This is an optimization exercise on Yosys and OpenROAD, whose aim is small area and a short achievable clock period, not a production implementation.
RTL that was checked went through simulation tests only; none was proved equivalent to the original.
Only the layout flow was run in runs 4 and 5; the RTL was not checked for function there.
No activity file was given, so power comes from the tool's default toggle rates.

**design/flow/design.v**
```verilog
`default_nettype none
package playfield_pkg;
    localparam int screen_width = 640;
    localparam int upper_bound  = 20;
    localparam int lower_bound  = 460;
    localparam int x_bits = 10;
    localparam int y_bits = 9;
    localparam logic [x_bits-1:0] x_offscreen = x_bits'(700);
    localparam logic [y_bits-1:0] y_offscreen = y_bits'(500);
    localparam int score_bits = 14;
    localparam logic [score_bits-1:0] score_max = score_bits'(9999);
    localparam logic [1:0] mode_idle = 2'd0;
    localparam logic [1:0] mode_run  = 2'd1;
endpackage
`default_nettype wire
`default_nettype none
package spawn_pkg;
    typedef union packed {
        struct packed {
            logic [7:0] placement;
            logic [7:0] gap;
            logic [7:0] height;
            logic [7:0] width;
        } byte_view;
        struct packed {
            logic [1:0]  zone;
            logic [5:0]  offset;
            logic [23:0] size_bytes;
        } edge_view;
    } spawn_rand_u;
    localparam logic [1:0] zone_upper = 2'd0;
    localparam logic [1:0] zone_lower = 2'd1;
    localparam logic [31:0] lfsr_seed = 32'h1d87_2b41;
    localparam logic [31:0] lfsr_taps = 32'h8020_0003;
    localparam int min_width  = 20;
    localparam int max_width  = 80;
    localparam int min_height = 20;
    localparam int max_height = 150;
    localparam int min_gap    = 80;
    localparam int max_gap    = 180;
    localparam int gap_bits   = 8;
    localparam int edge_zone = 60;
endpackage
`default_nettype wire
`default_nettype none
module spawn_rng (
    input  logic                              clk,
    input  logic                              rst_n,
    output logic [1:0]                        right_lo,
    output logic [7:0]                        right_hi,    
    output logic [playfield_pkg::y_bits-1:0]  top,
    output logic [playfield_pkg::y_bits-1:0]  bottom,
    output logic [5:0]                        wait_steps
);
    logic [31:0] lfsr;
    logic [31:0] lfsr_next;
    logic [7:0]  height_rem;      
    logic [7:0]  n_height_byte;
    logic [7:0]  n_height_rem;
    logic [5:0]  width_rem;
    assign lfsr_next = {lfsr[30:0], ^(lfsr & spawn_pkg::lfsr_taps)};
    assign n_height_byte = lfsr_next[15:8];
    assign n_height_rem  = (n_height_byte >= 8'd131) ? n_height_byte - 8'd131 : n_height_byte;
    spawn_shaper shaper (
        .rand_word  (lfsr),
        .height_rem (height_rem),
        .width_rem  (width_rem),
        .top        (top),
        .bottom     (bottom),
        .wait_steps (wait_steps)
    );
    assign right_lo = width_rem[1:0];
    assign right_hi = 8'd165 + 8'(width_rem[5:2]);
    always_ff @(posedge clk or negedge rst_n) begin
        if (!rst_n) begin
            lfsr <= spawn_pkg::lfsr_seed;
        end else begin
            lfsr <= lfsr_next;
        end
    end
    always_ff @(posedge clk) begin
        height_rem <= n_height_rem;
    end
endmodule
`default_nettype wire
`default_nettype none
module spawn_shaper (
    input  spawn_pkg::spawn_rand_u                  rand_word,
    input  logic [7:0]                              height_rem,  
    output logic [5:0]                              width_rem,   
    output logic [playfield_pkg::y_bits-1:0]        top,
    output logic [playfield_pkg::y_bits-1:0]        bottom,
    output logic [5:0]                              wait_steps   
);
    logic [7:0] b0, b2, b3;
    logic [6:0] t0;      
    logic [7:0] t2;      
    logic [5:0] m0;      
    logic [7:0] m1;      
    logic [6:0] m2;      
    logic [5:0] eo;      
    logic [1:0] zone;
    assign b0 = rand_word.byte_view.width;
    assign b2 = rand_word.byte_view.gap;
    assign b3 = rand_word.byte_view.placement;
    assign zone = rand_word.edge_view.zone;
    assign t0 = 7'(b0[5:0]) + 7'(3 * b0[7:6]);
    assign t2 = 8'(b2[6:0]) + (b2[7] ? 8'd27 : 8'd0);
    assign m0 = (t0 >= 7'd61) ? 6'(t0 - 7'd61) : 6'(t0);
    assign m1 = height_rem;
    assign m2 = (t2 >= 8'd101) ? 7'(t2 - 8'd101) : 7'(t2);
    assign eo = (b3[5:0] >= 6'd60) ? b3[5:0] - 6'd60 : b3[5:0];
    assign width_rem  = m0;
    assign wait_steps = 6'd20 + 6'((m2 + 7'd3) >> 2);
    logic [7:0] v;
    logic [8:0] a;
    assign v = zone[1] ? b3 : {2'b00, eo};
    assign a = 9'(m1) + 9'(v);
    always_comb begin
        if (zone == spawn_pkg::zone_lower) begin
            top    = 9'd440 - a;
            bottom = 9'd460 - 9'(v);
        end else begin
            top    = 9'd20 + 9'(v);
            bottom = 9'd40 + a;
        end
    end
endmodule
`default_nettype wire
`default_nettype none
module obstacle_slots #(
    parameter int NUM_OBSTACLES = 10
) (
    input  logic                                                   clk,
    input  logic                                                   rst_n,
    input  logic                                                   clear,
    input  logic                                                   advance,
    input  logic [NUM_OBSTACLES-1:0]                               pick,
    input  logic [1:0]                                             right_lo,
    input  logic [7:0]                                             right_hi,
    input  logic [playfield_pkg::y_bits-1:0]                       top,
    input  logic [playfield_pkg::y_bits-1:0]                       bottom,
    output logic [NUM_OBSTACLES-1:0]                               active,
    output logic                                                   retire,
    output logic [NUM_OBSTACLES-1:0][playfield_pkg::x_bits-1:0]    box_left,
    output logic [NUM_OBSTACLES-1:0][playfield_pkg::x_bits-1:0]    box_right,
    output logic [NUM_OBSTACLES-1:0][playfield_pkg::y_bits-1:0]    box_top,
    output logic [NUM_OBSTACLES-1:0][playfield_pkg::y_bits-1:0]    box_bottom
);
    localparam int y_w = playfield_pkg::y_bits;
    logic [NUM_OBSTACLES-1:0] visible;
    logic [NUM_OBSTACLES-1:0] hidden;    
    logic [NUM_OBSTACLES-1:0] at_zero;
    logic [7:0]               left_n  [NUM_OBSTACLES];
    logic [7:0]               right_n [NUM_OBSTACLES];
    logic [1:0]               rlo_n   [NUM_OBSTACLES];
    logic [y_w-1:0]           top_n   [NUM_OBSTACLES];
    logic [y_w-1:0]           bot_n   [NUM_OBSTACLES];
    always_comb begin
        for (int i = 0; i < NUM_OBSTACLES; i++) begin
            at_zero[i] = (left_n[i] == 8'hff);
        end
    end
    assign retire = |(active & at_zero);
    always_ff @(posedge clk or negedge rst_n) begin
        if (!rst_n) begin
            active  <= '0;
            visible <= '0;
            hidden  <= '1;
        end else if (clear) begin
            active  <= '0;
            visible <= '0;
            hidden  <= '1;
        end else if (advance) begin
            active  <= pick | (active & ~at_zero);
            visible <= active & ~at_zero;
            hidden  <= ~active | at_zero;
        end
    end
    always_ff @(posedge clk) begin
        for (int i = 0; i < NUM_OBSTACLES; i++) begin
            if (advance) begin
                left_n[i]  <= pick[i] ? ~8'd160   : left_n[i] + 8'd1;
                right_n[i] <= pick[i] ? ~right_hi : right_n[i] + 8'd1;
            end
            if (pick[i]) begin
                rlo_n[i] <= ~right_lo;
                top_n[i] <= ~top;
                bot_n[i] <= ~bottom;
            end
        end
    end
    function automatic logic [9:0] show(input logic [9:0] edge_n, input logic [9:0] sentinel,
                                        input logic vis, input logic hid);
        for (int b = 0; b < 10; b++) begin
            show[b] = sentinel[b] ? ~(vis & edge_n[b]) : ~(hid | edge_n[b]);
        end
    endfunction
    always_comb begin
        for (int i = 0; i < NUM_OBSTACLES; i++) begin
            box_left[i]   = show({left_n[i], 2'b11}, 10'(playfield_pkg::x_offscreen),
                                 visible[i], hidden[i]);
            box_right[i]  = show({right_n[i], rlo_n[i]}, 10'(playfield_pkg::x_offscreen),
                                 visible[i], hidden[i]);
            box_top[i]    = y_w'(show(10'(top_n[i]), 10'(playfield_pkg::y_offscreen),
                                      visible[i], hidden[i]));
            box_bottom[i] = y_w'(show(10'(bot_n[i]), 10'(playfield_pkg::y_offscreen),
                                      visible[i], hidden[i]));
        end
    end
endmodule
`default_nettype wire
`default_nettype none
module obstacle_ctrl #(
    parameter int NUM_OBSTACLES = 10
) (
    input  logic                                   clk,
    input  logic                                   rst_n,
    input  logic [1:0]                             gamemode,
    input  logic [NUM_OBSTACLES-1:0]               active,
    input  logic                                   retire,
    input  logic [5:0]                             wait_steps,
    output logic                                   clear,
    output logic                                   advance,
    output logic [NUM_OBSTACLES-1:0]               pick,
    output logic [playfield_pkg::score_bits-1:0]   score
);
    logic [5:0]               steps;
    logic                     ready;
    assign clear   = (gamemode == playfield_pkg::mode_idle);
    assign advance = (gamemode == playfield_pkg::mode_run);
    assign ready   = (steps == 6'd0);
    always_comb begin
        logic lower_busy;
        lower_busy = ready;
        for (int i = 0; i < NUM_OBSTACLES; i++) begin
            pick[i]    = lower_busy && !active[i];
            lower_busy = lower_busy && active[i];
        end
    end
    logic [5:0]                              steps_run;
    logic [playfield_pkg::score_bits-1:0]    score_run;
    always_comb begin
        if (!ready) begin
            steps_run = steps - 6'd1;
        end else if (|pick) begin
            steps_run = wait_steps;
        end else begin
            steps_run = 6'd0;
        end
    end
    assign score_run = (retire && (score != playfield_pkg::score_max)) ? score + 1'b1 : score;
    always_ff @(posedge clk or negedge rst_n) begin
        if (!rst_n) begin
            steps <= 6'd20;
            score <= '0;
        end else if (clear) begin
            steps <= 6'd20;
            score <= '0;
        end else if (advance) begin
            steps <= steps_run;
            score <= score_run;
        end
    end
endmodule
`default_nettype wire
`default_nettype none
module obstacle_field #(
    parameter int NUM_OBSTACLES = 10,
    parameter int SCROLL_SPEED  = 4
) (
    input  logic                                                   clk,
    input  logic                                                   rst_n,
    input  logic [1:0]                                             gamemode,
    output logic [playfield_pkg::score_bits-1:0]                   score,
    output logic [NUM_OBSTACLES-1:0][playfield_pkg::x_bits-1:0]    box_left,
    output logic [NUM_OBSTACLES-1:0][playfield_pkg::x_bits-1:0]    box_right,
    output logic [NUM_OBSTACLES-1:0][playfield_pkg::y_bits-1:0]    box_top,
    output logic [NUM_OBSTACLES-1:0][playfield_pkg::y_bits-1:0]    box_bottom
);
    localparam int life_frames  = playfield_pkg::screen_width / SCROLL_SPEED + 1;
    localparam int min_interval = spawn_pkg::min_gap / SCROLL_SPEED + 1;
    localparam int max_on       = (life_frames + min_interval - 1) / min_interval;
    localparam int NUM_USED     = (max_on < NUM_OBSTACLES) ? max_on : NUM_OBSTACLES;
    logic [1:0]                       right_lo;
    logic [7:0]                       right_hi;
    logic [playfield_pkg::y_bits-1:0] top;
    logic [playfield_pkg::y_bits-1:0] bottom;
    logic [5:0]                       wait_steps;
    logic                             clear;
    logic                             advance;
    logic                             retire;
    logic [NUM_USED-1:0]              active;
    logic [NUM_USED-1:0]              pick;
    spawn_rng spawn_rng_inst (
        .clk        (clk),
        .rst_n      (rst_n),
        .right_lo   (right_lo),
        .right_hi   (right_hi),
        .top        (top),
        .bottom     (bottom),
        .wait_steps (wait_steps)
    );
    obstacle_ctrl #(
        .NUM_OBSTACLES (NUM_USED)
    ) obstacle_ctrl_inst (
        .clk        (clk),
        .rst_n      (rst_n),
        .gamemode   (gamemode),
        .active     (active),
        .retire     (retire),
        .wait_steps (wait_steps),
        .clear      (clear),
        .advance    (advance),
        .pick       (pick),
        .score      (score)
    );
    obstacle_slots #(
        .NUM_OBSTACLES (NUM_USED)
    ) obstacle_slots_inst (
        .clk        (clk),
        .rst_n      (rst_n),
        .clear      (clear),
        .advance    (advance),
        .pick       (pick),
        .right_lo   (right_lo),
        .right_hi   (right_hi),
        .top        (top),
        .bottom     (bottom),
        .active     (active),
        .retire     (retire),
        .box_left   (box_left[NUM_USED-1:0]),
        .box_right  (box_right[NUM_USED-1:0]),
        .box_top    (box_top[NUM_USED-1:0]),
        .box_bottom (box_bottom[NUM_USED-1:0])
    );
    for (genvar i = NUM_USED; i < NUM_OBSTACLES; i++) begin : g_never_used
        assign box_left[i]   = playfield_pkg::x_offscreen;
        assign box_right[i]  = playfield_pkg::x_offscreen;
        assign box_top[i]    = playfield_pkg::y_offscreen;
        assign box_bottom[i] = playfield_pkg::y_offscreen;
    end
endmodule
`default_nettype wire
```
**design/flow/flow/run.sh**
```bash
#!/bin/bash
# Standard layout, with the smallest buffer on every port, timing repair
# aiming at a shorter period than the constraint asks, and the tie cells of
# the constant outputs paired (one conb_1 drives a HI and a LO port).
set -euo pipefail
export BUFFER_PORTS_ARGS="-buffer_cell sky130_fd_sc_hd__buf_1"
export SETUP_SLACK_MARGIN=8.8
results="$PWD/orfs/results/sky130hd/obstacle_field/base"
bash standard.sh "$results/3_3_place_gp.odb" > standard_place.log 2>&1
TIE_ODB="$results/3_3_place_gp.odb" openroad -no_init -no_splash -exit flow/merge_ties.tcl > merge_ties.log 2>&1
bash standard.sh > standard.log 2>&1
```
**design/flow/flow/merge_ties.tcl**
```tcl
# Pair the tie cells that each drive one constant output port: one conb_1 has
# both a HI and a LO pin, so each LO tie cell's port moves to the LO pin of the
# nearest HI tie cell, and the emptied cell is removed.
set odb_file $::env(TIE_ODB)
read_db $odb_file
set block [ord::get_db_block]

proc port_xy {net} {
  set bt [lindex [$net getBTerms] 0]
  set bb [$bt getBBox]
  return [list [expr {([$bb xMin] + [$bb xMax]) / 2}] [expr {([$bb yMin] + [$bb yMax]) / 2}]]
}

set his {}
set los {}
foreach inst [$block getInsts] {
  if {[[$inst getMaster] getName] ne "sky130_fd_sc_hd__conb_1"} { continue }
  set hnet [[$inst findITerm HI] getNet]
  set lnet [[$inst findITerm LO] getNet]
  if {$hnet ne "NULL" && $lnet eq "NULL" && [llength [$hnet getBTerms]] == 1 && [llength [$hnet getITerms]] == 1} {
    lappend his [list $inst [port_xy $hnet]]
  } elseif {$lnet ne "NULL" && $hnet eq "NULL" && [llength [$lnet getBTerms]] == 1 && [llength [$lnet getITerms]] == 1} {
    lappend los [list $inst [port_xy $lnet]]
  }
}
puts "tie cells: [llength $his] HI, [llength $los] LO"

set merged 0
foreach lo $los {
  lassign $lo linst lxy
  set best -1
  set bestd 0
  set i 0
  foreach hi $his {
    lassign $hi hinst hxy
    set d [expr {abs([lindex $hxy 0] - [lindex $lxy 0]) + abs([lindex $hxy 1] - [lindex $lxy 1])}]
    if {$best < 0 || $d < $bestd} { set best $i; set bestd $d }
    incr i
  }
  if {$best < 0} { break }
  set hinst [lindex [lindex $his $best] 0]
  set his [lreplace $his $best $best]
  set it [$linst findITerm LO]
  set net [$it getNet]
  $it disconnect
  [$hinst findITerm LO] connect $net
  odb::dbInst_destroy $linst
  incr merged
  puts "merged [$net getName] at distance [expr {$bestd / 1000.0}] um"
}
puts "merged $merged tie cells"
write_db $odb_file
```
**design/flow/standard.sh**
```bash
#!/bin/bash
# synth_recipe.tcl (not shown) runs the flow's synth.tcl, then flattens the netlist and writes it again
# the make line also repeats each setting of config.mk as NAME=value (left out here)
make -C /OpenROAD-flow-scripts/flow DESIGN_CONFIG=/design/flow/config.mk WORK_HOME=/design/flow/orfs CLKGATE_MAP_FILE= SYNTH_SCRIPT=/design/flow/synth_recipe.tcl "${@:-finish}"
```
**design/flow/config.mk**
```make
export PLATFORM = sky130hd
export DESIGN_NAME = obstacle_field
export DESIGN_NICKNAME = obstacle_field
export VERILOG_FILES = /design/flow/design.v
export SDC_FILE = /design/flow/constraint.sdc
export NUM_CORES = 4
export LEC_CHECK = 0
export CAP_MARGIN = 20
export CORE_MARGIN = 2
export CORE_UTILIZATION = 60
export CTS_BUF_LIST = sky130_fd_sc_hd__clkbuf_16
export CTS_CLUSTER_DIAMETER = 80
export CTS_CLUSTER_SIZE = 30
export GPL_TIMING_DRIVEN = 1
export SLEW_MARGIN = 20
```
**design/flow/constraint.sdc**
```tcl
create_clock -name core_clock -period 13.0 [get_ports {clk}]
set_input_delay 2.6000 -clock core_clock [delete_from_list [all_inputs] [get_ports {clk}]]
set_output_delay 2.6000 -clock core_clock [all_outputs]
set_load 0.01 [all_outputs]
```
==> flow_summary.json, run 1 <==
{
  "start_util": 0.605,
  "die_area_um2": 32000,
  "first_pass_iters": 5,
  "crit_chain": "nor2_1 -> buf_1",
  "num_io_pins": 398,
  "slew_headroom": 0.349,
  "critPathRequiredTime_ns": 10.40,
  "ys.flop_type": "edfxtp_1",
  "fin_nets": 2039,
  "die_w_um": 179,
  "first_global_vias": 11777,
  "cp_num_buf_inv": 1,
  "areaGrowthSynthToFinish_pct": 10.4,
  "synth_edf_count": 288,
  "p_per_area_nw_per_um2": 103,
  "status": "finished clean",
  "dpl.hpwl_um": 31700,
  "port_buffers": 305,
  "end_kind": "primary output",
  "hold_buffers": 0,
  "critPathTopFamily": "flip-flops",
  "slowest_delay_ns": 0.75,
  "dr.first_iter.drc_count": 1208,
  "synth-seq-cells": 372,
  "slew_violations": 0,
  "num-fill-cells": 2478,
  "min_period_ns": 4.15,
  "syn-cell-area_um2": 18300,
  "htreeDepth": 1,
  "ys_warn_count": 9,
  "wl_met1_um": 19400,
  "post_route_cells_drive_above_1_share": 0.0667,
  "crit_path_top_delay_cell": "dfstp_2",
  "holdCritPathClass": "flip-flop to flip-flop",
  "clockBufferDepth": 3,
  "ir_drop_mv": 0.0897,
  "top_layer_used": "met4",
  "finalWirelength_um": 45100,
  "final_core_util": 0.668,
  "vias": 13324,
  "clock-sinks": 372,
  "overflow": 0,
  "critPathLaunchType": "flip-flop",
  "tightest_slew_ns": 0.976,
  "grt_usage": 0.271,
  "hold_viol": 0,
  "antenna_left": 0,
  "tns_ns": 0,
  "critPathMaxFanout": 13,
  "dr_wl_met2_um": 21800,
  "core_um2": 30300,
  "antennaDiodeCount": 0,
  "cts_made_buffers": 17,
  "place_congestion": 0.869,
  "total_power_mw": 2.08,
  "tritoncts": "done",
  "drv_cap": 0,
  "critPathKind": "flip-flop to primary output",
  "wl_per_cell_um": 19.2,
  "rsz0062_at_grt": "no",
  "die_h_um": 179,
  "antenna_found_initial": 1,
  "cts-root-buf": "clkbuf_16",
  "async_reset_ff_frac": 0.204,
  "fmax_ghz": 0.241,
  "wl_met3_um": 2810,
  "seq_area_frac_synth": 0.585,
  "clk_pin_slew_worst_paths_ns": 0.11,
  "grt_max_degree": 91,
  "avgSynthCellArea_um2": 10.8,
  "syn-instance-count": 1695,
  "leakage_nw": 7.67,
  "finalSetupViolations": 0,
  "dp.cells": 2304,
  "fin_cells": 2346,
  "synth_cell_types": 74,
  "fin_worst_skew_ns": 0.0322,
  "post-route-drc-count": 0,
  "crit_arrival_ns": 1.55,
  "grt_first_pass_wirelength_um": 66100,
  "via_per_inst": 5.68,
  "placementRows": 64,
  "period_share": 0.319,
  "clk_latency_ns": 0.53
}
-- worst register-to-register path: stages, from the launching register on --
cell and delay, ns:
dfrtp_2 0.48, fa_1 0.50, ha_1 0.17, inv_1 0.06
fa_2 0.36, and2b_1 0.20, o21ai_1 0.09, xnor2_2 0.33
a31oi_4 0.22, nor4_4 0.34, or2_4 0.20, inv_1 0.05
ha_1 0.57, o21ai_0 0.19
-- metrics by stage --
stage	setup WS, ns	area [um^2]	hold WS [ns]
2_1_floorplan	8.81	18700	0.333
3_3_place_gp	7.37	19500	0.363
3_5_place_dp	7.31	19400	0.364
4_1_cts	8.80	20100	0.376
5_1_grt	8.75	20300	0.377
6_report	8.85	20300	0.373
-- sequential cells by signal (all words and copies together) (netlist names) --
register / flops
obstacle_slots_inst.right_n: 64
spawn_rng_inst.height_rem: 8
obstacle_slots_inst.left_n: 64
obstacle_ctrl_inst.score: 14
obstacle_slots_inst.bot_n: 72
obstacle_slots_inst.visible: 8
obstacle_slots_inst.hidden: 8
obstacle_slots_inst.rlo_n: 16
obstacle_ctrl_inst.steps: 6
obstacle_slots_inst.top_n: 72
spawn_rng_inst.lfsr: 32
obstacle_slots_inst.active: 8
-- per-layer routing --
layer  global-route usage  vias up
met3               0.0229       65
li1                     -     6241
met1                0.394     6502
met5                    0        -
met4               0.0684        0
met2                0.445      516
-- Yosys cell counts (3+ instances only) --
cell | n | share of area
nand2_1 | 335 | 0.069
edfxtp_1 | 288 | 0.47
nor2_1 | 201 | 0.041
buf_4 | 93 | 0.038
xnor2_1 | 75 | 0.036
xor2_1 | 65 | 0.031
clkbuf_1 | 58 | 0.012
nand3_1 | 53 | 0.014
dfrtp_1 | 52 | 0.071
o21ai_0 | 50 | 0.014
ha_1 | 47 | 0.032
inv_1 | 46 | 0.0094
a21oi_1 | 36 | 0.0098
nand4_1 | 26 | 0.0089
dfstp_2 | 24 | 0.034
and3_1 | 22 | 0.0075
mux2i_1 | 20 | 0.011
o22ai_1 | 17 | 0.0058
or3_1 | 14 | 0.0048
and2_1 | 12 | 0.0041
nand2b_1 | 12 | 0.0041
nor3_1 | 10 | 0.0027
clkinv_1 | 9 | 0.0018
a21o_1 | 8 | 0.0033
a32oi_1 | 8 | 0.0038
dfxtp_1 | 8 | 0.0087
o211ai_1 | 8 | 0.0033
a32o_1 | 7 | 0.0038
or2_2 | 6 | 0.0020
a31oi_1 | 5 | 0.0017
nor4_1 | 5 | 0.0017
a211oi_1 | 4 | 0.0016
and4_1 | 4 | 0.0019
fa_1 | 4 | 0.0044
o22a_1 | 4 | 0.0019
a21boi_0 | 3 | 0.0012
o21a_1 | 3 | 0.0012
o21ai_1 | 3 | 0.00082
o21bai_1 | 3 | 0.0012
xnor2_2 | 3 | 0.0027
-- kinds of logic (layout without fill, tap and decap cells) --
kind of cell	Yosys count	in the layout	share of synthesized area
compound gates	185	185	0.0675
xor+xnor	143	143	0.0695
fa+ha+maj	51	51	0.0364
buf+inv	210	419	0.0621
flops	372	372	0.585
mux	22	22	0.0121
other cells	2	48	0.000409
simple gates	710	710	0.167
-- cell type report --
type,instances,area [um^2],share of cell area
clock buffers,17,425,0.0210
clock inverters,12,110,0.00543
inverters,56,223,0.0110
multi-input cells,1159,6810,0.336
flip-flops and latches,372,10800,0.532
well taps,396,495,0.0245
repair buffers,334,1420,0.0703
-- power by group --
group          switching (mW)  internal (mW)
combinational          0.0649         0.0332
clock                   0.376          0.270
sequential             0.0283           1.31
-- final timing paths --
check,from,end,cells past startpoint,slack [ns]
min,spawn_rng_inst.lfsr[16],spawn_rng_inst.lfsr[17],0,0.37
max in group asynchronous,rst_n,obstacle_slots_inst.visible[5],2,10.21
min in group asynchronous,rst_n,spawn_rng_inst.lfsr[31],2,2.20
max,obstacle_slots_inst.hidden[0],box_bottom[1],2,8.85
max reg2reg,spawn_rng_inst.lfsr[7],obstacle_slots_inst.right_n[5][1],13,8.99
min reg2reg,spawn_rng_inst.lfsr[16],spawn_rng_inst.lfsr[17],0,0.37
-- timing repair --
action	in CTS	in global routing
endpoints found under the setup margin	325	177
resized for setup	35	17
pin swaps	2	10
setup buffers	4	7
-- layout by cell type (no fill, tap or decap), types with 5 or more instances in the layout --
cell       count
a21o_1         8
a21oi_1       34
a32o_1         7
a32oi_1        7
and2_1        11
and3_1        22
buf_1        303
buf_4         25
clkbuf_16     17
clkinv_1       7
conb_1        48
dfrtp_1       43
dfrtp_2        5
dfstp_2       21
dfxtp_1        8
edfxtp_1     288
ha_1          47
inv_1         51
mux2i_1       20
nand2_1      335
nand2b_1      10
nand3_1       53
nand4_1       26
nor2_1       199
nor3_1        10
o211ai_1       8
o21ai_0       50
o22ai_1       17
or2_2          5
or3_1         14
xnor2_1       74
xor2_1        64
==> inputs of run 2 (changes only) <==
--- a/design/flow/config.mk
+++ b/design/flow/config.mk
@@ -11,5 +11,4 @@
 export CTS_BUF_LIST = sky130_fd_sc_hd__clkbuf_16
 export CTS_CLUSTER_DIAMETER = 80
 export CTS_CLUSTER_SIZE = 30
-export GPL_TIMING_DRIVEN = 1
 export SLEW_MARGIN = 20
==> flow_summary.json, run 2 <==
{
  "place_congestion": 0.869,
  "synth-seq-cells": 372,
  "clockBufferDepth": 3,
  "placed_cell_area_um2": 19400,
  "clock-sinks": 372,
  "hold_viol": 0,
  "dr.first_iter.drc_count": 1208,
  "seq_area_frac_synth": 0.585,
  "dp.cells": 2304,
  "synth_edf_count": 288,
  "antennaDiodeCount": 0,
  "ir_drop_mv": 0.0897,
  "synth_cell_types": 74,
  "power.switching_mw": 0.470,
  "clk_latency_ns": 0.53,
  "wl_per_cell_um": 19.2,
  "power_frac_seq": 0.642,
  "ys.flop_type": "edfxtp_1",
  "num-fill-cells": 2478,
  "synth.top_cell.area_share": 0.471,
  "fin_cells": 2346,
  "fin_nets": 2039,
  "setup_slack_ns": 8.85,
  "p_per_area_nw_per_um2": 103,
  "areaGrowthSynthToFinish_pct": 10.4,
  "core_um2": 30300,
  "avgSynthCellArea_um2": 10.8,
  "syn-instance-count": 1695,
  "period_share": 0.319,
  "die_h_um": 179,
  "hold_buffers": 0,
  "tns_ns": 0,
  "syn-cell-area_um2": 18300,
  "largestRegisters": "obstacle_slots_inst.bot_n: 72 flops, obstacle_slots_inst.top_n: 72 flops",
  "leakage_nw": 7.67,
  "grt_max_degree": 91,
  "via_per_inst": 5.68,
  "vias": 13324,
  "die_w_um": 179,
  "slew_headroom": 0.349,
  "overflow": 0,
  "critPathLaunchType": "flip-flop",
  "final_core_util": 0.668,
  "hold_ws_ns": 0.373,
  "critPathRequiredTime_ns": 10.40,
  "tightest_slew_ns": 0.976,
  "synth_most_common_cell": "nand2_1",
  "place_ws_ns": 7.31,
  "ys_warn_count": 9,
  "rsz0062_at_grt": "no",
  "first_pass_iters": 5,
  "end_kind": "primary output",
  "htreeDepth": 1,
  "first_global_vias": 11777,
  "use_met3": 0.0229,
  "met2_usage": 0.445,
  "num_io_pins": 398,
  "start_util": 0.605,
  "drv_cap": 0,
  "grt_usage": 0.271,
  "rrSetupSlack_ns": 8.99,
  "grt_first_pass_wirelength_um": 66100,
  "placementRows": 64,
  "swShare": 0.226,
  "cts_made_buffers": 17,
  "critPathKind": "flip-flop to primary output",
  "tritoncts": "done",
  "stdcell_area_um2": 20300,
  "critPathMaxFanout": 13,
  "port_buffers": 305,
  "fmax_ghz": 0.241,
  "final_common_cell": "nand2_1",
  "p_int_mw": 1.61,
  "cts-root-buf": "clkbuf_16",
  "dpl.hpwl_um": 31700,
  "slew_violations": 0,
  "total_power_mw": 2.08,
  "grt.busiest_layer": "met2",
  "die_area_um2": 32000,
  "min_period_ns": 4.15,
  "pwr-share-clk": 0.311,
  "synth_area_leader_cell": "edfxtp_1",
  "clk_pin_slew_worst_paths_ns": 0.11,
  "finalWirelength_um": 45100,
  "crit_arrival_ns": 1.55,
  "use_met1": 0.394,
  "status": "finished clean",
  "combPwrFrac": 0.047,
  "synth_area_leaders": "edfxtp_1, dfrtp_1, nand2_1, nor2_1, buf_4",
  "async_reset_ff_frac": 0.204,
  "finalSetupViolations": 0,
  "antenna_found_initial": 1,
  "holdCritPathClass": "flip-flop to flip-flop",
  "post_route_cells_drive_above_1_share": 0.0667,
  "layout_common_cells": "nand2_1, buf_1, edfxtp_1",
  "synthTopCellsByCount": "nand2_1, edfxtp_1, nor2_1, buf_4, xnor2_1",
  "post-route-drc-count": 0,
  "fin_worst_skew_ns": 0.0322,
  "antenna_left": 0
}
-- run 2: layout make-up --
class                           count  area (um^2)  area share
Sequential cell                   372        10800       0.532
Tap cell                          396          495      0.0245
Inverter                           56          223      0.0110
Clock inverter                     12          110     0.00543
Multi-Input combinational cell   1159         6810       0.336
Clock buffer                       17          425      0.0210
Timing Repair Buffer              334         1420      0.0703
-- run 2: worst max-delay path, stage by stage (launching register included) --
cell     delay, ns
dfstp_2       0.75
nor2_1        0.13
buf_1         0.15
-- run 2: what timing repair did --
action,CTS,global route
pin swaps,2,10
setup buffers,4,7
gates resized for setup,35,17
endpoints found under the setup margin,325,177
-- run 2: kinds of logic (layout without fill, tap and decap cells) --
logic type / Yosys count / after routing / share of synthesized area
xor+xnor: 143 / 143 / 0.0695
buf+inv: 210 / 419 / 0.0621
fa+ha+maj: 51 / 51 / 0.0364
mux: 22 / 22 / 0.0121
other cells: 2 / 48 / 0.000409
compound gates: 185 / 185 / 0.0675
simple gates: 710 / 710 / 0.167
flops: 372 / 372 / 0.585
-- run 2: worst paths after layout --
kind / cells past startpoint / end / start
max in group asynchronous: 2 / obstacle_slots_inst.visible[5] / rst_n
max: 2 / box_bottom[1] / obstacle_slots_inst.hidden[0]
min in group asynchronous: 2 / spawn_rng_inst.lfsr[31] / rst_n
min reg2reg: 0 / spawn_rng_inst.lfsr[17] / spawn_rng_inst.lfsr[16]
max reg2reg: 13 / obstacle_slots_inst.right_n[5][1] / spawn_rng_inst.lfsr[7]
min: 0 / spawn_rng_inst.lfsr[17] / spawn_rng_inst.lfsr[16]
-- run 2: metal layers --
layer,part of all wire,vias to the layer above
met4,0.024,0
met2,0.48,516
met1,0.43,6502
met3,0.062,65
met5,0,-
li1,-,6241
-- run 2: power by group through the flow --
stage / logic (mW) / registers, mW / clock network (mW)
after floorplan: 0.0947 / 1.35 / 0
after global placement: 0.0918 / 1.36 / 0
after detailed placement: 0.0945 / 1.36 / 0
after CTS: 0.0957 / 1.33 / 0.657
after global routing: 0.113 / 1.34 / 0.694
final: 0.0982 / 1.34 / 0.647
==> inputs of run 3 (changes only) <==
--- a/design/flow/design.v
+++ b/design/flow/design.v
@@ -149,7 +149,6 @@
 );
     localparam int y_w = playfield_pkg::y_bits;
     logic [NUM_OBSTACLES-1:0] visible;
-    logic [NUM_OBSTACLES-1:0] hidden;    
     logic [NUM_OBSTACLES-1:0] at_zero;
     logic [7:0]               left_n  [NUM_OBSTACLES];
     logic [7:0]               right_n [NUM_OBSTACLES];
@@ -166,15 +165,12 @@
         if (!rst_n) begin
             active  <= '0;
             visible <= '0;
-            hidden  <= '1;
         end else if (clear) begin
             active  <= '0;
             visible <= '0;
-            hidden  <= '1;
         end else if (advance) begin
             active  <= pick | (active & ~at_zero);
             visible <= active & ~at_zero;
-            hidden  <= ~active | at_zero;
         end
     end
     always_ff @(posedge clk) begin
@@ -191,21 +187,21 @@
         end
     end
     function automatic logic [9:0] show(input logic [9:0] edge_n, input logic [9:0] sentinel,
-                                        input logic vis, input logic hid);
+                                        input logic vis);
         for (int b = 0; b < 10; b++) begin
-            show[b] = sentinel[b] ? ~(vis & edge_n[b]) : ~(hid | edge_n[b]);
+            show[b] = sentinel[b] ? ~(vis & edge_n[b]) : (vis & ~edge_n[b]);
         end
     endfunction
     always_comb begin
         for (int i = 0; i < NUM_OBSTACLES; i++) begin
             box_left[i]   = show({left_n[i], 2'b11}, 10'(playfield_pkg::x_offscreen),
-                                 visible[i], hidden[i]);
+                                 visible[i]);
             box_right[i]  = show({right_n[i], rlo_n[i]}, 10'(playfield_pkg::x_offscreen),
-                                 visible[i], hidden[i]);
+                                 visible[i]);
             box_top[i]    = y_w'(show(10'(top_n[i]), 10'(playfield_pkg::y_offscreen),
-                                      visible[i], hidden[i]));
+                                      visible[i]));
             box_bottom[i] = y_w'(show(10'(bot_n[i]), 10'(playfield_pkg::y_offscreen),
-                                      visible[i], hidden[i]));
+                                      visible[i]));
         end
     end
 endmodule
==> flow_summary.json, run 3 <==
{
  "p_per_area_nw_per_um2": 103,
  "tightest_slew_ns": 1.19,
  "wl_met1_um": 20400,
  "wl_per_cell_um": 19.9,
  "syn-cell-area_um2": 18400,
  "largestRegisters": "obstacle_slots_inst.bot_n: 72 flops, obstacle_slots_inst.top_n: 72 flops",
  "final_common_cell": "nand2_1",
  "tritoncts": "done",
  "post-route-drc-count": 0,
  "die_h_um": 179,
  "first_pass_iters": 6,
  "place_congestion": 0.862,
  "placed_cell_area_um2": 19400,
  "critPathRequiredTime_ns": 10.40,
  "critPathLaunchType": "flip-flop",
  "start_util": 0.605,
  "via_per_inst": 5.69,
  "first_global_vias": 11978,
  "dp.cells": 2307,
  "grt_first_pass_wirelength_um": 68500,
  "rrSetupSlack_ns": 8.85,
  "syn-instance-count": 1705,
  "rsz0062_at_grt": "yes",
  "total_power_mw": 2.13,
  "synth_most_common_cell": "nand2_1",
  "placementRows": 64,
  "clock-sinks": 364,
  "min_period_ns": 4.20,
  "ys.flop_type": "edfxtp_1",
  "fin_worst_skew_ns": 0.0245,
  "drv_cap": 0,
  "critPathMaxFanout": 11,
  "hold_viol": 0,
  "combPwrFrac": 0.059,
  "fmax_ghz": 0.238,
  "vias": 13495,
  "clockBufferDepth": 3,
  "dpl.hpwl_um": 31700,
  "grt_max_degree": 138,
  "status": "finished clean",
  "clk_latency_ns": 0.53,
  "crit_arrival_ns": 1.60,
  "antenna_found_initial": 0,
  "overflow": 0,
  "async_reset_ff_frac": 0.187,
  "post_route_cells_drive_above_1_share": 0.0805,
  "power_frac_seq": 0.622,
  "die_w_um": 179,
  "top_layer_used": "met4",
  "wl_met3_um": 2950,
  "holdPathEnd": "spawn_rng_inst.lfsr[16]",
  "slew_headroom": 0.202,
  "p_int_mw": 1.64,
  "tns_ns": 0,
  "core_um2": 30400,
  "hold_depth": 0,
  "hold_start": "spawn_rng_inst.lfsr[15]",
  "synth_cell_types": 78,
  "critPathKind": "flip-flop to primary output",
  "finalWirelength_um": 47200,
  "port_buffers": 305,
  "avgSynthCellArea_um2": 10.8,
  "synth_edf_count": 288,
  "die_area_um2": 32100,
  "timing.rr.end": "obstacle_ctrl_inst.steps[4]",
  "end_kind": "primary output",
  "ys_warn_count": 9,
  "ir_drop_mv": 0.109,
  "stdcell_area_um2": 20600,
  "cts-root-buf": "clkbuf_16",
  "antennaDiodeCount": 0,
  "synth-seq-cells": 364,
  "finalSetupViolations": 0,
  "hold_ws_ns": 0.364,
  "swShare": 0.228,
  "fin_cells": 2371,
  "synth.top_cell.area_share": 0.470,
  "holdCritPathClass": "flip-flop to flip-flop",
  "clk_pin_slew_worst_paths_ns": 0.12,
  "num_io_pins": 398,
  "reg2reg_from": "spawn_rng_inst.lfsr[23]",
  "antenna_left": 0,
  "synth_area_leaders": "edfxtp_1, dfrtp_1, nand2_1, buf_4, xnor2_1",
  "seq_area_frac_synth": 0.572,
  "cts_made_buffers": 17,
  "leakage_nw": 7.66,
  "synthTopCellsByCount": "nand2_1, edfxtp_1, nor2_1, nor2b_1, buf_4",
  "reg2regPathDepth": 17,
  "slew_violations": 0,
  "synth_area_leader_cell": "edfxtp_1",
  "dr.first_iter.drc_count": 1094,
  "period_share": 0.323,
  "htreeDepth": 1,
  "grt_usage": 0.279,
  "areaGrowthSynthToFinish_pct": 11.9,
  "layout_common_cells": "nand2_1, buf_1, edfxtp_1",
  "pwr-share-clk": 0.319,
  "fin_nets": 2064,
  "hold_buffers": 0,
  "dr_wl_met2_um": 22500,
  "power.switching_mw": 0.484
}
[run 3: changes by cell type in the layout (fill, tap and decap cells not counted), moves of 7 or more]
cell | before | now
nor2b_1 | 1 | 95
inv_1 | 51 | 40
mux2i_1 | 20 | 4
nor4_1 | 4 | 11
a21oi_1 | 34 | 46
nand3_1 | 53 | 71
nor2_1 | 199 | 109
buf_4 | 25 | 38
[run 3: kinds of logic after synthesis]
| logic type | share of synthesized area |
|---|---|
| XOR/XNOR | 0.0669 |
| buffers and inverters | 0.0603 |
| other | 0.000408 |
| AO/OA/AOI/OAI | 0.0753 |
| adder cells (fa/ha/maj) | 0.0363 |
| flip-flops | 0.572 |
| AND/OR/NAND/NOR | 0.186 |
| multiplexers | 0.00333 |
[run 3: worst max path at each step]
stage                                   startpoint                          end  slack [ns]  cells past startpoint
floorplan                              gamemode[1]  obstacle_ctrl_inst.steps[5]        8.82                      6
global placement                       gamemode[0]  obstacle_ctrl_inst.steps[5]        8.11                      6
detailed placement                     gamemode[0]  obstacle_ctrl_inst.steps[5]        8.14                      6
CTS                 obstacle_slots_inst.visible[1]                box_right[18]        8.76                      3
global route               spawn_rng_inst.lfsr[23]  obstacle_ctrl_inst.steps[4]        8.70                     17
finish              obstacle_slots_inst.visible[5]                 box_left[56]        8.80                      3
[run 3: metrics by stage]
| stage | setup WS, ns | util |
|---|---|---|
| after global placement | 8.11 | 0.643 |
| after CTS | 8.76 | 0.668 |
| after global routing | 8.70 | 0.677 |
| final | 8.80 | 0.677 |
| after floorplan | 8.82 | - |
| after detailed placement | 8.14 | 0.638 |
[run 3: critical path, stage by stage, from the launching register on]
cell and delay, ns:
dfrtp_4 0.53, buf_4 0.23, nor2b_1 0.15, buf_1 0.17
[run 3: power groups by stage]
| stage | registers (mW) | clock network [mW] | logic (mW) |
|---|---|---|---|
| 6_report | 1.32 | 0.679 | 0.125 |
| 3_5_place_dp | 1.35 | 0 | 0.117 |
| 5_1_grt | 1.33 | 0.725 | 0.142 |
| 3_3_place_gp | 1.35 | 0 | 0.113 |
| 4_1_cts | 1.32 | 0.692 | 0.120 |
| 2_1_floorplan | 1.34 | 0 | 0.113 |
[run 3: cell type report]
| type | instances | area [um^2] |
|---|---|---|
| Clock buffer | 17 | 425 |
| Clock inverter | 12 | 164 |
| Fill cell | 2422 | 9830 |
| Inverter | 43 | 194 |
| Multi-Input combinational cell | 1186 | 7180 |
| Sequential cell | 364 | 10600 |
| Tap cell | 396 | 495 |
| Timing Repair Buffer | 352 | 1570 |
| Timing Repair inverter | 1 | 11.3 |
[run 3: routing by layer]
layer | GRT usage | vias up
li1 | - | 6336
met1 | 0.406 | 6553
met2 | 0.462 | 534
met3 | 0.0229 | 72
met4 | 0.0655 | 0
met5 | 0 | -
[run 3: repair_timing]
item | CTS | global route
resized for setup | 37 | 31
pin swaps | 9 | 11
setup buffers | 20 | 14
setup endpoints to repair | 277 | 153
cloned | 0 | 1
==> inputs of run 4 (changes only) <==
--- a/design/flow/design.v
+++ b/design/flow/design.v
@@ -149,6 +149,7 @@
 );
     localparam int y_w = playfield_pkg::y_bits;
     logic [NUM_OBSTACLES-1:0] visible;
+    logic [NUM_OBSTACLES-1:0] shown;     
     logic [NUM_OBSTACLES-1:0] at_zero;
     logic [7:0]               left_n  [NUM_OBSTACLES];
     logic [7:0]               right_n [NUM_OBSTACLES];
@@ -165,12 +166,15 @@
         if (!rst_n) begin
             active  <= '0;
             visible <= '0;
+            shown   <= '0;
         end else if (clear) begin
             active  <= '0;
             visible <= '0;
+            shown   <= '0;
         end else if (advance) begin
             active  <= pick | (active & ~at_zero);
             visible <= active & ~at_zero;
+            shown   <= ~(~active | at_zero);
         end
     end
     always_ff @(posedge clk) begin
@@ -187,21 +191,21 @@
         end
     end
     function automatic logic [9:0] show(input logic [9:0] edge_n, input logic [9:0] sentinel,
-                                        input logic vis);
+                                        input logic vis, input logic shn);
         for (int b = 0; b < 10; b++) begin
-            show[b] = sentinel[b] ? ~(vis & edge_n[b]) : (vis & ~edge_n[b]);
+            show[b] = sentinel[b] ? ~(vis & edge_n[b]) : (shn & ~edge_n[b]);
         end
     endfunction
     always_comb begin
         for (int i = 0; i < NUM_OBSTACLES; i++) begin
             box_left[i]   = show({left_n[i], 2'b11}, 10'(playfield_pkg::x_offscreen),
-                                 visible[i]);
+                                 visible[i], shown[i]);
             box_right[i]  = show({right_n[i], rlo_n[i]}, 10'(playfield_pkg::x_offscreen),
-                                 visible[i]);
+                                 visible[i], shown[i]);
             box_top[i]    = y_w'(show(10'(top_n[i]), 10'(playfield_pkg::y_offscreen),
-                                      visible[i]));
+                                      visible[i], shown[i]));
             box_bottom[i] = y_w'(show(10'(bot_n[i]), 10'(playfield_pkg::y_offscreen),
-                                      visible[i]));
+                                      visible[i], shown[i]));
         end
     end
 endmodule
==> flow_summary.json, run 4 <==
{
  "ys_warn_count": 9,
  "layout_common_cells": "nand2_1, buf_1, edfxtp_1",
  "dp.cells": 2265,
  "end_kind": "primary output",
  "post-route-drc-count": 0,
  "grt_usage": 0.281,
  "pwr-share-clk": 0.304,
  "place_congestion": 0.836,
  "num_io_pins": 398,
  "core_um2": 29700,
  "clockBufferDepth": 3,
  "finalSetupViolations": 0,
  "leakage_nw": 7.49,
  "cts-root-buf": "clkbuf_16",
  "antenna_left": 0,
  "synth_cell_types": 72,
  "synth.top_cell.area_share": 0.476,
  "critPathMaxFanout": 20,
  "num-fill-cells": 2385,
  "synth-seq-cells": 364,
  "swShare": 0.232,
  "finalWirelength_um": 46200,
  "status": "finished clean",
  "slew_violations": 0,
  "tritoncts": "done",
  "avgSynthCellArea_um2": 10.9,
  "grt_first_pass_wirelength_um": 67100,
  "tns_ns": 0,
  "combPwrFrac": 0.054,
  "fin_worst_skew_ns": 0.0427,
  "synth_edf_count": 288,
  "cts_made_buffers": 17,
  "overflow": 0,
  "period_share": 0.320,
  "clk_pin_slew_worst_paths_ns": 0.11,
  "rrSetupSlack_ns": 9.01,
  "via_per_inst": 5.65,
  "synth_area_leaders": "edfxtp_1, dfrtp_1, nand2_1, xnor2_1, buf_4",
  "ir_drop_mv": 0.111,
  "power_frac_seq": 0.642,
  "crit_chain": "buf_8 -> nand2_1 -> buf_1",
  "vias": 13087,
  "first_pass_iters": 6,
  "hold_start": "spawn_rng_inst.lfsr[15]",
  "reg2regPathDepth": 13,
  "post_route_cells_drive_above_1_share": 0.0638,
  "antennaDiodeCount": 0,
  "p_per_area_nw_per_um2": 102,
  "syn-instance-count": 1665,
  "ys.flop_type": "edfxtp_1",
  "die_h_um": 178,
  "critPathLaunchType": "flip-flop",
  "syn-cell-area_um2": 18200,
  "start_util": 0.611,
  "final_common_cell": "nand2_1",
  "synth_most_common_cell": "nand2_1",
  "placementRows": 63,
  "fmax_ghz": 0.240,
  "clk_latency_ns": 0.54,
  "port_buffers": 305,
  "fin_nets": 2016,
  "areaGrowthSynthToFinish_pct": 10.6,
  "synthTopCellsByCount": "nand2_1, edfxtp_1, nor2_1, nor2b_1, buf_4",
  "crit_path_top_delay_cell": "dfrtp_4",
  "clock-sinks": 364,
  "hold_viol": 0,
  "holdCritPathClass": "flip-flop to flip-flop",
  "slowest_delay_ns": 0.61,
  "largestRegisters": "obstacle_slots_inst.bot_n: 72 flops, obstacle_slots_inst.top_n: 72 flops",
  "synth_area_leader_cell": "edfxtp_1",
  "slew_headroom": 0.252,
  "htreeDepth": 1,
  "min_period_ns": 4.16,
  "crit_arrival_ns": 1.56,
  "antenna_found_initial": 1,
  "hold_buffers": 0,
  "dr.first_iter.drc_count": 1148,
  "die_area_um2": 31700,
  "reg2reg_from": "spawn_rng_inst.lfsr[26]",
  "p_int_mw": 1.58,
  "dpl.hpwl_um": 32000,
  "hold_depth": 0,
  "fin_cells": 2318,
  "drv_cap": 0,
  "timing.rr.end": "obstacle_slots_inst.top_n[6][7]",
  "wl_per_cell_um": 19.9,
  "rsz0062_at_grt": "yes",
  "first_global_vias": 11488,
  "grt_max_degree": 137,
  "tightest_slew_ns": 1.12,
  "seq_area_frac_synth": 0.580,
  "async_reset_ff_frac": 0.187,
  "die_w_um": 178,
  "critPathRequiredTime_ns": 10.40,
  "holdPathEnd": "spawn_rng_inst.lfsr[16]",
  "power.switching_mw": 0.476,
  "critPathKind": "flip-flop to primary output"
}
run 4: cell count changes in the layout (fill, tap and decap cells not counted), moves of 9 or more:
cell     change
nand2_1     -21
buf_4       -13
nor2b_1     +11
a21oi_1     +14
nand4_1      -9
o21ai_0     -13
xnor2_1     +14
run 4: worst max path at each step:
stage	cells after the start	endpoint	slack (ns)	from
finish	3	box_right[14]	8.84	obstacle_slots_inst.shown[1]
global route	3	box_top[15]	8.77	obstacle_slots_inst.shown[1]
CTS	3	box_top[45]	8.72	obstacle_slots_inst.shown[5]
detailed placement	5	obstacle_slots_inst.shown[0]	8.07	gamemode[1]
global placement	5	obstacle_slots_inst.shown[5]	8.10	gamemode[1]
floorplan	4	obstacle_slots_inst.shown[0]	8.88	gamemode[1]
run 4: layout make-up:
cell class | instances | area (um^2) | share of cell area
repair buffers | 341 | 1520 | 0.0757
inverters | 44 | 191 | 0.00953
well taps | 390 | 488 | 0.0243
multi-input cells | 1149 | 6820 | 0.340
clock buffers | 17 | 425 | 0.0212
flip-flops and latches | 364 | 10500 | 0.525
clock inverters | 13 | 92.6 | 0.00461
run 4: cell families after synthesis:
family          Yosys count  share of synthesized area
buf+inv                 198                     0.0602
xor+xnor                146                     0.0712
mux                       9                    0.00510
simple gates            707                      0.181
flops                   364                      0.580
compound gates          188                     0.0655
fa+ha+maj                51                     0.0368
other cells               2                   0.000414
run 4: per-stage QoR:
stage | utilization | power (mW) | hold slack (ns) | setup slack [ns] | area (um^2)
6_report | 0.676 | 2.05 | 0.362 | 8.84 | 20100
4_1_cts | 0.670 | 2.06 | 0.366 | 8.72 | 19900
3_5_place_dp | 0.645 | 1.45 | 0.346 | 8.07 | 19200
3_3_place_gp | 0.650 | 1.45 | 0.347 | 8.10 | 19300
5_1_grt | 0.676 | 2.12 | 0.378 | 8.77 | 20100
2_1_floorplan | - | 1.44 | 0.333 | 8.88 | 18500
run 4: what timing repair did:
item                       4_1_cts  5_1_grt
resized for setup               29       13
setup buffers                   10       13
setup endpoints to repair      400      179
pin swaps                        1        3
run 4: power groups by stage:
stage	sequential (mW)	combinational, mW	clock [mW]
3_3_place_gp	1.34	0.104	0
2_1_floorplan	1.33	0.104	0
3_5_place_dp	1.34	0.106	0
6_report	1.32	0.111	0.625
4_1_cts	1.32	0.108	0.638
5_1_grt	1.32	0.126	0.674
run 4: critical path: cells and delay by family (launching register included):
kind                   cells  cell delay [ns]
buffers and inverters      2             0.36
AND/OR/NAND/NOR            1             0.08
flip-flops                 1             0.61
run 4: per-layer routing:
layer  track usage  up-vias  wire length [um]
li1              -     6129                 -
met1         0.403     6381             19700
met2         0.454      513             22200
met3        0.0373       62              3060
met4        0.0827        2              1270
met5             0        -                 8
==> inputs of run 5 (changes only) <==
--- a/design/flow/design.v
+++ b/design/flow/design.v
@@ -94,10 +94,8 @@
 );
     logic [7:0] b0, b2, b3;
     logic [6:0] t0;      
-    logic [7:0] t2;      
     logic [5:0] m0;      
     logic [7:0] m1;      
-    logic [6:0] m2;      
     logic [5:0] eo;      
     logic [1:0] zone;
     assign b0 = rand_word.byte_view.width;
@@ -105,13 +103,32 @@
     assign b3 = rand_word.byte_view.placement;
     assign zone = rand_word.edge_view.zone;
     assign t0 = 7'(b0[5:0]) + 7'(3 * b0[7:6]);
-    assign t2 = 8'(b2[6:0]) + (b2[7] ? 8'd27 : 8'd0);
     assign m0 = (t0 >= 7'd61) ? 6'(t0 - 7'd61) : 6'(t0);
     assign m1 = height_rem;
-    assign m2 = (t2 >= 8'd101) ? 7'(t2 - 8'd101) : 7'(t2);
     assign eo = (b3[5:0] >= 6'd60) ? b3[5:0] - 6'd60 : b3[5:0];
     assign width_rem  = m0;
-    assign wait_steps = 6'd20 + 6'((m2 + 7'd3) >> 2);
+    logic [5:0] gh;
+    logic [1:0] gl;
+    logic       q1, q2;
+    logic [5:0] gk;
+    logic       gc;
+    assign gh = b2[7:2];
+    assign gl = b2[1:0];
+    assign q1 = (gh > 6'd25) || (gh == 6'd25 && gl != 2'd0);    
+    assign q2 = (gh > 6'd50) || (gh == 6'd50 && gl[1]);        
+    always_comb begin
+        if (q2) begin
+            gk = 6'd34;      
+            gc = (gl == 2'd3);
+        end else if (q1) begin
+            gk = 6'd59;      
+            gc = gl[1];
+        end else begin
+            gk = 6'd20;
+            gc = (gl != 2'd0);
+        end
+    end
+    assign wait_steps = gh + gk + 6'(gc);
     logic [7:0] v;
     logic [8:0] a;
     assign v = zone[1] ? b3 : {2'b00, eo};
@@ -149,7 +166,6 @@
 );
     localparam int y_w = playfield_pkg::y_bits;
     logic [NUM_OBSTACLES-1:0] visible;
-    logic [NUM_OBSTACLES-1:0] shown;     
     logic [NUM_OBSTACLES-1:0] at_zero;
     logic [7:0]               left_n  [NUM_OBSTACLES];
     logic [7:0]               right_n [NUM_OBSTACLES];
@@ -166,20 +182,17 @@
         if (!rst_n) begin
             active  <= '0;
             visible <= '0;
-            shown   <= '0;
         end else if (clear) begin
             active  <= '0;
             visible <= '0;
-            shown   <= '0;
         end else if (advance) begin
             active  <= pick | (active & ~at_zero);
             visible <= active & ~at_zero;
-            shown   <= ~(~active | at_zero);
         end
     end
     always_ff @(posedge clk) begin
         for (int i = 0; i < NUM_OBSTACLES; i++) begin
-            if (advance) begin
+            if (advance && (active[i] || pick[i])) begin
                 left_n[i]  <= pick[i] ? ~8'd160   : left_n[i] + 8'd1;
                 right_n[i] <= pick[i] ? ~right_hi : right_n[i] + 8'd1;
             end
@@ -191,21 +204,21 @@
         end
     end
     function automatic logic [9:0] show(input logic [9:0] edge_n, input logic [9:0] sentinel,
-                                        input logic vis, input logic shn);
+                                        input logic vis);
         for (int b = 0; b < 10; b++) begin
-            show[b] = sentinel[b] ? ~(vis & edge_n[b]) : (shn & ~edge_n[b]);
+            show[b] = sentinel[b] ? ~(vis & edge_n[b]) : (vis & ~edge_n[b]);
         end
     endfunction
     always_comb begin
         for (int i = 0; i < NUM_OBSTACLES; i++) begin
             box_left[i]   = show({left_n[i], 2'b11}, 10'(playfield_pkg::x_offscreen),
-                                 visible[i], shown[i]);
+                                 visible[i]);
             box_right[i]  = show({right_n[i], rlo_n[i]}, 10'(playfield_pkg::x_offscreen),
-                                 visible[i], shown[i]);
+                                 visible[i]);
             box_top[i]    = y_w'(show(10'(top_n[i]), 10'(playfield_pkg::y_offscreen),
-                                      visible[i], shown[i]));
+                                      visible[i]));
             box_bottom[i] = y_w'(show(10'(bot_n[i]), 10'(playfield_pkg::y_offscreen),
-                                      visible[i], shown[i]));
+                                      visible[i]));
         end
     end
 endmodule
==> flow_summary.json, run 5 <==
{
  "antenna_found_initial": 2,
  "top_layer_used": "met4",
  "vias": 13014,
  "hold_viol": 0,
  "grt_usage": 0.279,
  "hold_buffers": 0,
  "rrSetupSlack_ns": 8.91,
  "port_buffers": 305,
  "tightest_slew_ns": 1.03,
  "critPathKind": "flip-flop to primary output",
  "p_per_area_nw_per_um2": 97.5,
  "fin_nets": 2017,
  "wl_met3_um": 3200,
  "grt_first_pass_wirelength_um": 67200,
  "via_per_inst": 5.61,
  "synth_most_common_cell": "nand2_1",
  "critPathLaunchType": "flip-flop",
  "syn-cell-area_um2": 18100,
  "final_common_cell": "nand2_1",
  "die_h_um": 178,
  "hold_depth": 0,
  "placementRows": 63,
  "grt_max_degree": 69,
  "synth_cell_types": 71,
  "finalWirelength_um": 45600,
  "areaGrowthSynthToFinish_pct": 11.2,
  "tns_ns": 0,
  "async_reset_ff_frac": 0.187,
  "holdCritPathClass": "flip-flop to flip-flop",
  "end_kind": "primary output",
  "post_route_cells_drive_above_1_share": 0.0637,
  "finalSetupViolations": 0,
  "fmax_ghz": 0.240,
  "crit_arrival_ns": 1.56,
  "hold_start": "spawn_rng_inst.lfsr[15]",
  "layout.area.seq_um2": 10500,
  "timing.rr.end": "obstacle_slots_inst.rlo_n[6][1]",
  "htreeDepth": 1,
  "clockBufferDepth": 3,
  "largestRegisters": "obstacle_slots_inst.bot_n: 72 flops, obstacle_slots_inst.top_n: 72 flops",
  "cts_made_buffers": 17,
  "synth_edf_count": 288,
  "post-route-drc-count": 0,
  "synth_area_leaders": "edfxtp_1, dfrtp_1, nand2_1, buf_4, xor2_1",
  "synth-seq-cells": 364,
  "avgSynthCellArea_um2": 10.9,
  "hold_ws_ns": 0.368,
  "num_io_pins": 398,
  "clock-sinks": 364,
  "clk_latency_ns": 0.54,
  "critPathRequiredTime_ns": 10.40,
  "layout_common_cells": "nand2_1, buf_1, edfxtp_1",
  "reg2regPathDepth": 12,
  "seq_area_frac_synth": 0.582,
  "dr.first_iter.drc_count": 1277,
  "drv_cap": 0,
  "critPathMaxFanout": 36,
  "place_ws_ns": 8.01,
  "setup_slack_ns": 8.84,
  "min_period_ns": 4.16,
  "cts-root-buf": "clkbuf_16",
  "ir_drop_mv": 0.107,
  "tritoncts": "done",
  "slew_violations": 0,
  "core_um2": 29600,
  "wl_per_cell_um": 19.7,
  "first_pass_iters": 5,
  "place_congestion": 0.850,
  "holdPathEnd": "spawn_rng_inst.lfsr[16]",
  "synthTopCellsByCount": "nand2_1, edfxtp_1, nor2_1, nor2b_1, buf_4",
  "synth.top_cell.area_share": 0.478,
  "dpl.hpwl_um": 31900,
  "status": "finished clean",
  "clk_pin_slew_worst_paths_ns": 0.11,
  "leakage_nw": 7.65,
  "die_area_um2": 31600,
  "start_util": 0.611,
  "antenna_left": 0,
  "dr_wl_met2_um": 22000,
  "ys_warn_count": 9,
  "ys.flop_type": "edfxtp_1",
  "wl_met1_um": 19300,
  "first_global_vias": 11651,
  "rsz0062_at_grt": "yes",
  "multi_input_area_um2": 6780,
  "reg2reg_from": "spawn_rng_inst.lfsr[6]",
  "slew_headroom": 0.305,
  "synth_area_leader_cell": "edfxtp_1",
  "num-fill-cells": 2341,
  "syn-instance-count": 1658,
  "overflow": 0,
  "fin_worst_skew_ns": 0.0304,
  "period_share": 0.320,
  "die_w_um": 178
}
## run 5: worst max path at each step
stage,start,to
6_report,obstacle_slots_inst.visible[4],box_bottom[37]
5_1_grt,spawn_rng_inst.lfsr[6],obstacle_slots_inst.rlo_n[0][1]
4_1_cts,obstacle_slots_inst.visible[0],box_right[1]
3_5_place_dp,gamemode[0],obstacle_slots_inst.right_n[2][7]
3_3_place_gp,gamemode[0],obstacle_slots_inst.right_n[2][5]
2_1_floorplan,gamemode[1],obstacle_slots_inst.left_n[3][0]
## run 5: layout make-up
type / count / area share
tap: 390 / 0.0242
timing repair buffer: 345 / 0.0801
clock buffer: 18 / 0.0224
antenna: 1 / 0.000124
inverter: 44 / 0.00821
clock inverter: 12 / 0.00404
multi-input combinational: 1147 / 0.337
sequential: 364 / 0.524
## run 5: metal layers
layer / up-vias / GRT usage
met5: - / 0
met4: 0 / 0.0721
met3: 60 / 0.0287
met2: 522 / 0.454
met1: 6313 / 0.405
li1: 6119 / -
## run 5: kinds of logic after synthesis
family / share of synthesized area
AND/OR/NAND/NOR: 0.185
flip-flops: 0.582
buffers and inverters: 0.0596
AO/OA/AOI/OAI: 0.0606
XOR/XNOR: 0.0673
adder cells (fa/ha/maj): 0.0366
multiplexers: 0.00878
other: 0.000415
## run 5: timing repair
item	in CTS	in global routing
setup buffers	10	7
pin swaps	2	1
setup endpoints to repair	250	113
cloned	0	0
gates resized for setup	26	13
## run 5: worst max-delay path, cell delays in order (launching register included)
cell,delay [ns]
dfrtp_1,0.43
buf_12,0.21
nor2b_1,0.21
buf_1,0.17
## run 5: power by group
group	leakage (nW)	switching, mW	total (mW)	internal, mW
registers	3.86	0.00801	1.26	1.25
logic	3.50	0.0440	0.0584	0.0144
clock network	0.277	0.377	0.640	0.264
total	7.65	0.429	1.96	1.53
## run 5: stage by stage
stage	instances	power, mW	utilization	cell area (um^2)
6_report	2321	1.96	0.679	20100
5_1_grt	2320	2.02	0.679	20100
4_1_cts	2310	1.97	0.671	19900
3_5_place_dp	2270	1.34	0.646	19200
3_3_place_gp	2313	1.34	0.651	19300
2_1_floorplan	1748	1.35	-	18400
==> inputs of run 6 (changes only) <==
--- a/design/flow/design.v
+++ b/design/flow/design.v
@@ -192,7 +192,7 @@
     end
     always_ff @(posedge clk) begin
         for (int i = 0; i < NUM_OBSTACLES; i++) begin
-            if (advance && (active[i] || pick[i])) begin
+            if (advance) begin
                 left_n[i]  <= pick[i] ? ~8'd160   : left_n[i] + 8'd1;
                 right_n[i] <= pick[i] ? ~right_hi : right_n[i] + 8'd1;
             end
==> flow_summary.json, run 6 <==
{
  "num_io_pins": 398,
  "crit_chain": "buf_4 -> nand2_1 -> clkbuf_2",
  "clock-sinks": 364,
  "first_global_vias": 11456,
  "hold_buffers": 0,
  "slew_headroom": 0.297,
  "grt_max_degree": 84,
  "cts_made_buffers": 17,
  "ys_warn_count": 9,
  "critPathRequiredTime_ns": 10.40,
  "core_um2": 29500,
  "final_common_cell": "nand2_1",
  "ys.flop_type": "edfxtp_1",
  "holdCritPathClass": "flip-flop to flip-flop",
  "slew_violations": 0,
  "antennaDiodeCount": 0,
  "placementRows": 63,
  "dp.cells": 2226,
  "dr.first_iter.drc_count": 1040,
  "synth_most_common_cell": "nand2_1",
  "tightest_slew_ns": 1.05,
  "tns_ns": 0,
  "seq_area_frac_synth": 0.588,
  "dpl.hpwl_um": 31000,
  "total_power_mw": 2.05,
  "min_period_ns": 4.19,
  "avgSynthCellArea_um2": 11.1,
  "grt_first_pass_wirelength_um": 66000,
  "drv_cap": 0,
  "leakage_nw": 7.52,
  "period_share": 0.322,
  "hold_viol": 0,
  "post-route-drc-count": 0,
  "largestRegisters": "obstacle_slots_inst.bot_n: 72 flops, obstacle_slots_inst.top_n: 72 flops",
  "wl_per_cell_um": 19.9,
  "clk_pin_slew_worst_paths_ns": 0.12,
  "first_pass_iters": 5,
  "stdcell_area_um2": 20000,
  "syn-cell-area_um2": 17900,
  "areaGrowthSynthToFinish_pct": 11.5,
  "fin_worst_skew_ns": 0.0273,
  "overflow": 0,
  "final_core_util": 0.678,
  "rsz0062_at_grt": "yes",
  "synth_cell_types": 74,
  "cp_num_buf_inv": 2,
  "slowest_delay_ns": 0.53,
  "status": "finished clean",
  "num-fill-cells": 2362,
  "finalSetupViolations": 0,
  "via_per_inst": 5.61,
  "p_per_area_nw_per_um2": 103,
  "critPathTopFamily": "flip-flops",
  "place_congestion": 0.911,
  "die_area_um2": 31300,
  "clk_latency_ns": 0.53,
  "grt_usage": 0.278,
  "vias": 12762,
  "port_buffers": 305,
  "async_reset_ff_frac": 0.187,
  "placed_cell_area_um2": 18900,
  "synth.top_cell.area_share": 0.483,
  "syn-instance-count": 1618,
  "end_kind": "primary output",
  "cts-root-buf": "clkbuf_16",
  "synth-seq-cells": 364,
  "clockBufferDepth": 3,
  "synthTopCellsByCount": "nand2_1, edfxtp_1, nor2b_1, nor2_1, buf_4",
  "critPathKind": "flip-flop to primary output",
  "tritoncts": "done",
  "synth_area_leader_cell": "edfxtp_1",
  "htreeDepth": 1,
  "layout_common_cells": "nand2_1, buf_1, edfxtp_1",
  "critPathMaxFanout": 10,
  "fmax_ghz": 0.239,
  "finalWirelength_um": 45200,
  "crit_path_top_delay_cell": "dfrtp_4",
  "fin_nets": 1974,
  "synth_area_leaders": "edfxtp_1, dfrtp_1, nand2_1, buf_4, nor2b_1",
  "antenna_found_initial": 0,
  "start_util": 0.608,
  "antenna_left": 0,
  "ir_drop_mv": 0.0899,
  "post_route_cells_drive_above_1_share": 0.0748,
  "synth_edf_count": 288,
  "fin_cells": 2276,
  "die_h_um": 177,
  "crit_arrival_ns": 1.59,
  "critPathLaunchType": "flip-flop",
  "die_w_um": 177
}
-- run 6: kinds of logic (layout without fill, tap and decap cells) --
group,count (synthesis),count (layout),share of synthesized area
buffers and inverters,193,415,0.0608
AO/OA/AOI/OAI,170,170,0.0604
multiplexers,11,11,0.00636
flip-flops,364,364,0.588
other,2,48,0.000419
XOR/XNOR,137,137,0.0674
AND/OR/NAND/NOR,691,691,0.180
adder cells (fa/ha/maj),50,50,0.0370
-- run 6: worst paths after layout --
check                                                         end  slack [ns]                            from  cells after the start
max in group asynchronous          obstacle_slots_inst.visible[7]       10.01                           rst_n                      1
worst max register to register  obstacle_slots_inst.right_n[1][3]        9.00          spawn_rng_inst.lfsr[6]                     12
worst max-delay path                                box_right[32]        8.81  obstacle_slots_inst.visible[3]                      3
worst min-delay path                      spawn_rng_inst.lfsr[16]        0.35         spawn_rng_inst.lfsr[15]                      0
min in group asynchronous                 spawn_rng_inst.lfsr[29]        2.23                           rst_n                      1
worst min register to register            spawn_rng_inst.lfsr[16]        0.35         spawn_rng_inst.lfsr[15]                      0
-- run 6: what timing repair did --
action,in CTS,in global routing
setup buffers,10,8
setup endpoints to repair,305,223
gates resized for setup,36,26
pin swaps,0,2
gates cloned,0,2
-- run 6: layer usage --
layer,vias to the layer above,global-route usage,wire length (um),part of all wire
met5,-,0,0,0
met4,0,0.0716,1120,0.025
met3,56,0.0256,2410,0.053
met2,447,0.460,22100,0.49
met1,6280,0.401,19700,0.43
li1,5979,-,-,-
-- run 6: final cells by class --
type / count / area (um^2) / area share
Sequential cell: 364 / 10600 / 0.528
Multi-Input combinational cell: 1107 / 6610 / 0.331
Timing Repair Buffer: 342 / 1620 / 0.0810
Tap cell: 390 / 488 / 0.0244
Clock buffer: 17 / 425 / 0.0213
Inverter: 44 / 193 / 0.00964
Clock inverter: 12 / 92.6 / 0.00463
-- run 6: per-stage QoR --
stage	hold slack [ns]	setup WS [ns]
after floorplan	0.333	9.10
after global placement	0.341	7.61
after detailed placement	0.342	7.53
after CTS	0.355	8.74
after global routing	0.384	8.76
final	0.353	8.81
-- run 6: report_power, final --
| group | switching, mW | total (mW) | internal (mW) |
|---|---|---|---|
| Combinational | 0.0708 | 0.111 | 0.0402 |
| Clock | 0.371 | 0.624 | 0.253 |
| Sequential | 0.0291 | 1.31 | 1.29 |

==> afterwards: timing with drivers on the ports <==
No port has a modelled driver above. Below, the same layouts with a new extraction and two added sets of constraints.
Step 1 assumes that a clkbuf_16 drives the clock port and a buf_2 every other input.
Step 2, shift: input delay + t, output delay - t, t = (earliest + latest rising clock arrival at the registers) / 2. This alone moves slack from input paths to output paths.
Slacks: ideal ports / drivers / drivers and shift; pairs: ideal ports / drivers.
| run | t, ns | setup WS [ns] | latest minus earliest clock arrival (ns) | slew at the worst register clock pin (ns) |
|---|---|---|---|---|
| run 1 | 0.562 | 8.850 / 8.798 / 8.407 | 0.032 / 0.033 | 0.12 / 0.12 |
| run 2 | 0.562 | 8.850 / 8.798 / 8.407 | 0.032 / 0.033 | 0.12 / 0.12 |
| run 3 | 0.567 | 8.796 / 8.744 / 8.512 | 0.025 / 0.024 | 0.12 / 0.12 |
| run 4 | 0.577 | 8.839 / 8.786 / 8.464 | 0.042 / 0.043 | 0.11 / 0.11 |
| run 5 | 0.575 | 8.839 / 8.789 / 8.281 | 0.032 / 0.032 | 0.12 / 0.12 |
| run 6 | 0.568 | 8.813 / 8.762 / 8.414 | 0.027 / 0.028 | 0.12 / 0.12 |
After both steps setup and hold are still met in every run listed. The setup slack of run 5, which loses most, moves by -0.050 ns with the drivers and by -0.558 ns with both steps.
